This is an optimization exercise on Yosys and OpenROAD, whose aim is small area, not a production implementation.
Where RTL was checked, it was by simulation tests only, not by an equivalence proof against the original.
Power figures rest on the tool's default switching activity, not on a simulated workload.

rev 12:
==> flow/design.v <==
package lx_bus_pkg;
  localparam int word_width    = 32;
  localparam int address_width = 32;
  localparam int line_words       = 4;   
  localparam int line_offset_bits = 2;   
  localparam int bus_words       = 2;    
  localparam int line_beats      = line_words / bus_words;
  localparam int beat_index_bits = 1;    
  typedef enum logic [3:0] {
    NO_REQ     = 4'd0,
    R_REQ      = 4'd1,    
    WB_REQ     = 4'd2,    
    MEM_RESP   = 4'd3,
    MEM_RESP_S = 4'd4     
  } msg_t;
  typedef logic [address_width-1:0] addr_t;
  typedef logic [bus_words*word_width-1:0]  beat_t;
  typedef logic [line_words*word_width-1:0] line_t;
endpackage
module lx_bus_bridge (
  input  logic                clock,
  input  logic                reset,
  input  lx_bus_pkg::msg_t    bus_msg_in,
  input  lx_bus_pkg::addr_t   bus_address_in,
  input  lx_bus_pkg::beat_t   bus_data_in,
  input  logic                req_ready,
  output lx_bus_pkg::msg_t    bus_msg_out,
  output lx_bus_pkg::addr_t   bus_address_out,
  output lx_bus_pkg::beat_t   bus_data_out,
  input  lx_bus_pkg::msg_t    cache_msg_in,
  input  lx_bus_pkg::line_t   cache_data_in,
  output lx_bus_pkg::msg_t    cache_msg_out,
  output lx_bus_pkg::addr_t   cache_address_out,
  output lx_bus_pkg::line_t   cache_data_out
);
  logic rd_wait;     
  logic wb_wait;     
  logic beat0;       
  logic beat1;       
  logic resp_a;      
  logic resp_s;      
  logic [63:0] hi, lo;
  lx_bus_pkg::addr_t addr_n;   
  logic bus_req, rd_resp, bus_on, busy, accept, rd_hold, hold_next;
  assign bus_req = bus_msg_in[0] | bus_msg_in[1];
  assign rd_resp = cache_msg_in[0] | cache_msg_in[2];
  assign bus_on  = resp_a | resp_s;   
  assign rd_hold   = beat0 & beat1;
  assign hold_next = ((beat1 & bus_on) | rd_hold) & bus_req;
  assign busy    = rd_wait | wb_wait | beat0 | beat1 | bus_on;
  assign accept  = ~busy & req_ready & bus_req;
  always_ff @(posedge clock) begin
    if (reset) begin
      rd_wait <= 1'b0;
      wb_wait <= 1'b0;
      beat0   <= 1'b0;
      beat1   <= 1'b0;
      resp_a  <= 1'b0;
      resp_s  <= 1'b0;
    end else begin
      rd_wait <= (accept & bus_msg_in[0]) | (rd_wait & ~rd_resp);
      beat0   <= (accept & bus_msg_in[1]) | (rd_wait & rd_resp) | hold_next;
      beat1   <= (beat0 & ~beat1) | hold_next;
      wb_wait <= (beat1 & ~beat0 & ~bus_on) | (wb_wait & ~cache_msg_in[0]);
      resp_a  <= ((rd_wait | wb_wait) & cache_msg_in[0])
               | (resp_a & (beat0 | (~beat1 & bus_req)));
      resp_s  <= (rd_wait & cache_msg_in[2]) | (resp_s & beat0);
    end
  end
  always_ff @(posedge clock) begin
    if (~busy) addr_n <= ~bus_address_in;
  end
  logic take;
  assign take = ~rd_wait & ~wb_wait;
  always_ff @(posedge clock) begin
    if (reset) begin
      hi <= '0;
      lo <= '0;
    end else begin
      hi <= ({64{rd_wait}} & cache_data_in[127:64]) | ({64{take}} & bus_data_in) | ({64{wb_wait}} & hi);
      lo <= ({64{rd_wait}} & cache_data_in[63:0])   | ({64{take}} & hi)          | ({64{wb_wait}} & lo);
    end
  end
  logic cache_on;
  assign cache_on = rd_wait | wb_wait;
  assign bus_msg_out       = lx_bus_pkg::msg_t'({1'b0, resp_s, resp_a, resp_a});
  assign bus_address_out   = ~(addr_n | {32{~bus_on}});
  assign bus_data_out      = lo;
  assign cache_msg_out     = lx_bus_pkg::msg_t'({2'b00, wb_wait, rd_wait});
  assign cache_address_out = {~(addr_n[31:2] | {30{~cache_on}}), 2'b00};
  assign cache_data_out    = {hi, lo};
endmodule
==> flow/config.mk <==
export PLATFORM = sky130hd
export DESIGN_NAME = lx_bus_bridge
export DESIGN_NICKNAME = lx_bus_bridge
export VERILOG_FILES = /design/flow/design.v
export SDC_FILE = /design/flow/constraint.sdc
export NUM_CORES = 4
export LEC_CHECK = 0
export CAP_MARGIN = 20
export CORE_AREA = 5 5 175 175
export DIE_AREA = 0 0 180 180
export PLACE_DENSITY = 0.85
export SLEW_MARGIN = 20
==> flow/constraint.sdc <==
create_clock -name core_clock -period 5.0 [get_ports {clock}]
set_input_delay 1.0000 -clock core_clock [delete_from_list [all_inputs] [get_ports {clock}]]
set_output_delay 1.0000 -clock core_clock [all_outputs]
set_load 0.01 [all_outputs]
standard.sh (not shown) runs the stock make flow with config.mk's settings and CLKGATE_MAP_FILE= SYNTH_SCRIPT=/design/flow/synth_recipe.tcl, a recipe that flattens the netlist after the stock synthesis.
==> flow/flow/run.sh <==
#!/bin/bash
# Standard ORFS layout with three changes:
#  - port buffers made from the smallest buffer cell,
#  - a clock tree of clkbuf_4/8 without dummy loads,
#  - a222.tcl remaps the line register's select gates before floorplanning,
#  - one tie cell drives every constant output.
set -o pipefail
export BUFFER_PORTS_ARGS="-buffer_cell sky130_fd_sc_hd__buf_1"
export CTS_ARGS="-sink_clustering_enable -repair_clock_nets -dont_use_dummy_load -buf_list {sky130_fd_sc_hd__clkbuf_4 sky130_fd_sc_hd__clkbuf_8}"
export SKIP_REPAIR_TIE_FANOUT=1
export PRE_FLOORPLAN_TCL="$(pwd)/flow/a222.tcl"
bash standard.sh > standard.log 2>&1
Other scripts of this flow, unchanged in this note and not shown: flow/flow/a222.tcl
Input changes introduced in rev 13 (baseline for comparison: rev 12):
==> flow/design.v, changed modules only <==
module lx_bus_bridge (
  input  logic                clock,
  input  logic                reset,
  input  lx_bus_pkg::msg_t    bus_msg_in,
  input  lx_bus_pkg::addr_t   bus_address_in,
  input  lx_bus_pkg::beat_t   bus_data_in,
  input  logic                req_ready,
  output lx_bus_pkg::msg_t    bus_msg_out,
  output lx_bus_pkg::addr_t   bus_address_out,
  output lx_bus_pkg::beat_t   bus_data_out,
  input  lx_bus_pkg::msg_t    cache_msg_in,
  input  lx_bus_pkg::line_t   cache_data_in,
  output lx_bus_pkg::msg_t    cache_msg_out,
  output lx_bus_pkg::addr_t   cache_address_out,
  output lx_bus_pkg::line_t   cache_data_out
);
  logic rd_wait;     
  logic wb_wait;     
  logic beat0;       
  logic beat1;       
  logic resp_a;      
  logic resp_s;      
  logic [63:0] hi, lo;
  lx_bus_pkg::addr_t addr_n;   
  logic bus_req, rd_resp, wb_resp, bus_on, busy, accept, rd_hold, hold_next;
  assign bus_req = bus_msg_in[0] | bus_msg_in[1];
  assign rd_resp = cache_msg_in[0] | cache_msg_in[2];
  assign wb_resp = cache_msg_in[0];
  assign bus_on  = resp_a | resp_s;   
  assign rd_hold   = beat0 & beat1;
  assign hold_next = ((beat1 & bus_on) | rd_hold) & bus_req;
  assign busy    = rd_wait | wb_wait | beat0 | beat1 | bus_on;
  assign accept  = ~busy & req_ready & bus_req;
  always_ff @(posedge clock) begin
    if (reset) begin
      rd_wait <= 1'b0;
      wb_wait <= 1'b0;
      beat0   <= 1'b0;
      beat1   <= 1'b0;
      resp_a  <= 1'b0;
      resp_s  <= 1'b0;
    end else begin
      rd_wait <= (accept & bus_msg_in[0]) | (rd_wait & ~rd_resp);
      beat0   <= (accept & ~bus_msg_in[0]) | (rd_wait & rd_resp) | hold_next;
      beat1   <= (beat0 & ~beat1) | hold_next;
      wb_wait <= (beat1 & ~beat0 & ~bus_on) | (wb_wait & ~wb_resp);
      resp_a  <= (rd_wait & rd_resp & ~cache_msg_in[2]) | (wb_wait & wb_resp)
               | (resp_a & (beat0 | (~beat1 & bus_req)));
      resp_s  <= (rd_wait & rd_resp & cache_msg_in[2]) | (resp_s & beat0);
    end
  end
  always_ff @(posedge clock) begin
    if (~busy) addr_n <= ~bus_address_in;
  end
  logic take;
  assign take = ~rd_wait & ~wb_wait;
  always_ff @(posedge clock) begin
    if (reset) begin
      hi <= '0;
      lo <= '0;
    end else begin
      hi <= ({64{rd_wait}} & cache_data_in[127:64]) | ({64{take}} & bus_data_in) | ({64{wb_wait}} & hi);
      lo <= ({64{rd_wait}} & cache_data_in[63:0])   | ({64{take}} & hi)          | ({64{wb_wait}} & lo);
    end
  end
  logic cache_on;
  assign cache_on = rd_wait | wb_wait;
  assign bus_msg_out       = lx_bus_pkg::msg_t'({1'b0, resp_s, resp_a, resp_a});
  assign bus_address_out   = ~(addr_n | {32{~bus_on}});
  assign bus_data_out      = lo;
  assign cache_msg_out     = lx_bus_pkg::msg_t'({2'b00, wb_wait, rd_wait});
  assign cache_address_out = {~(addr_n[31:2] | {30{~cache_on}}), 2'b00};
  assign cache_data_out    = {hi, lo};
endmodule
- Fraction of layout instances using a drive strength above 1 for rev 13: 0.46 points up relative to rev 12
- Share of the cycle needed by the critical path after routing was higher in rev 13 than in rev 12.
- Relative to rev 12, the final cell area reported for rev 13 is higher.
- Rev 12 → rev 13: clock network contribution to total cell area stayed essentially flat; total power has decreased; maximum net fanout on the critical path saw a decrease; worst path setup slack after routing went down by 46 ps.
- Changes observed in rev 13 relative to rev 12: global-route usage shrank by 0.32 points; wire length decreased 960 µm.
- Between rev 12 and rev 13, the wire length of the first global-routing pass is lower for rev 13.
- Measured against each other, rev 12 and rev 13 differ in sequential share of layout area, the higher figure coming from rev 12.
- Rev 13 reports its capture point of the worst path as cache_address_out[17] while rev 12 reports cache_address_out[18].
The RTL of rev 13 was laid out without a check of its function.

==> what the ideal ports hide <==
Ports are ideal in the flow. The routed layouts listed here were re-timed in OpenROAD. Step 1 sets driving cells, clkbuf_16 on the clock port and buf_2 on the other inputs (assumed; they add their load-dependent delay and slew). Step 2 moves the port delays by t, midway between the first and last clock arrival at a register: inputs arrive t later, outputs are due t later. That takes back most of the time a late clock gives input paths. Three values: ideal ports, drivers, drivers and shift; two values: the first two.
run | shift t [ns] | setup WS [ns] | hold slack, ns | worst setup path after step 2 | cell pins on the clock port's net
rev 12 | 0.454 | 2.033 / 1.994 / 2.413 | 0.497 / 0.497 / 0.497 | input to register | 1
rev 13 | 0.470 | 1.986 / 1.950 / 2.356 | 0.518 / 0.518 / 0.518 | input to register | 1
After both steps every run listed still meets setup and hold.
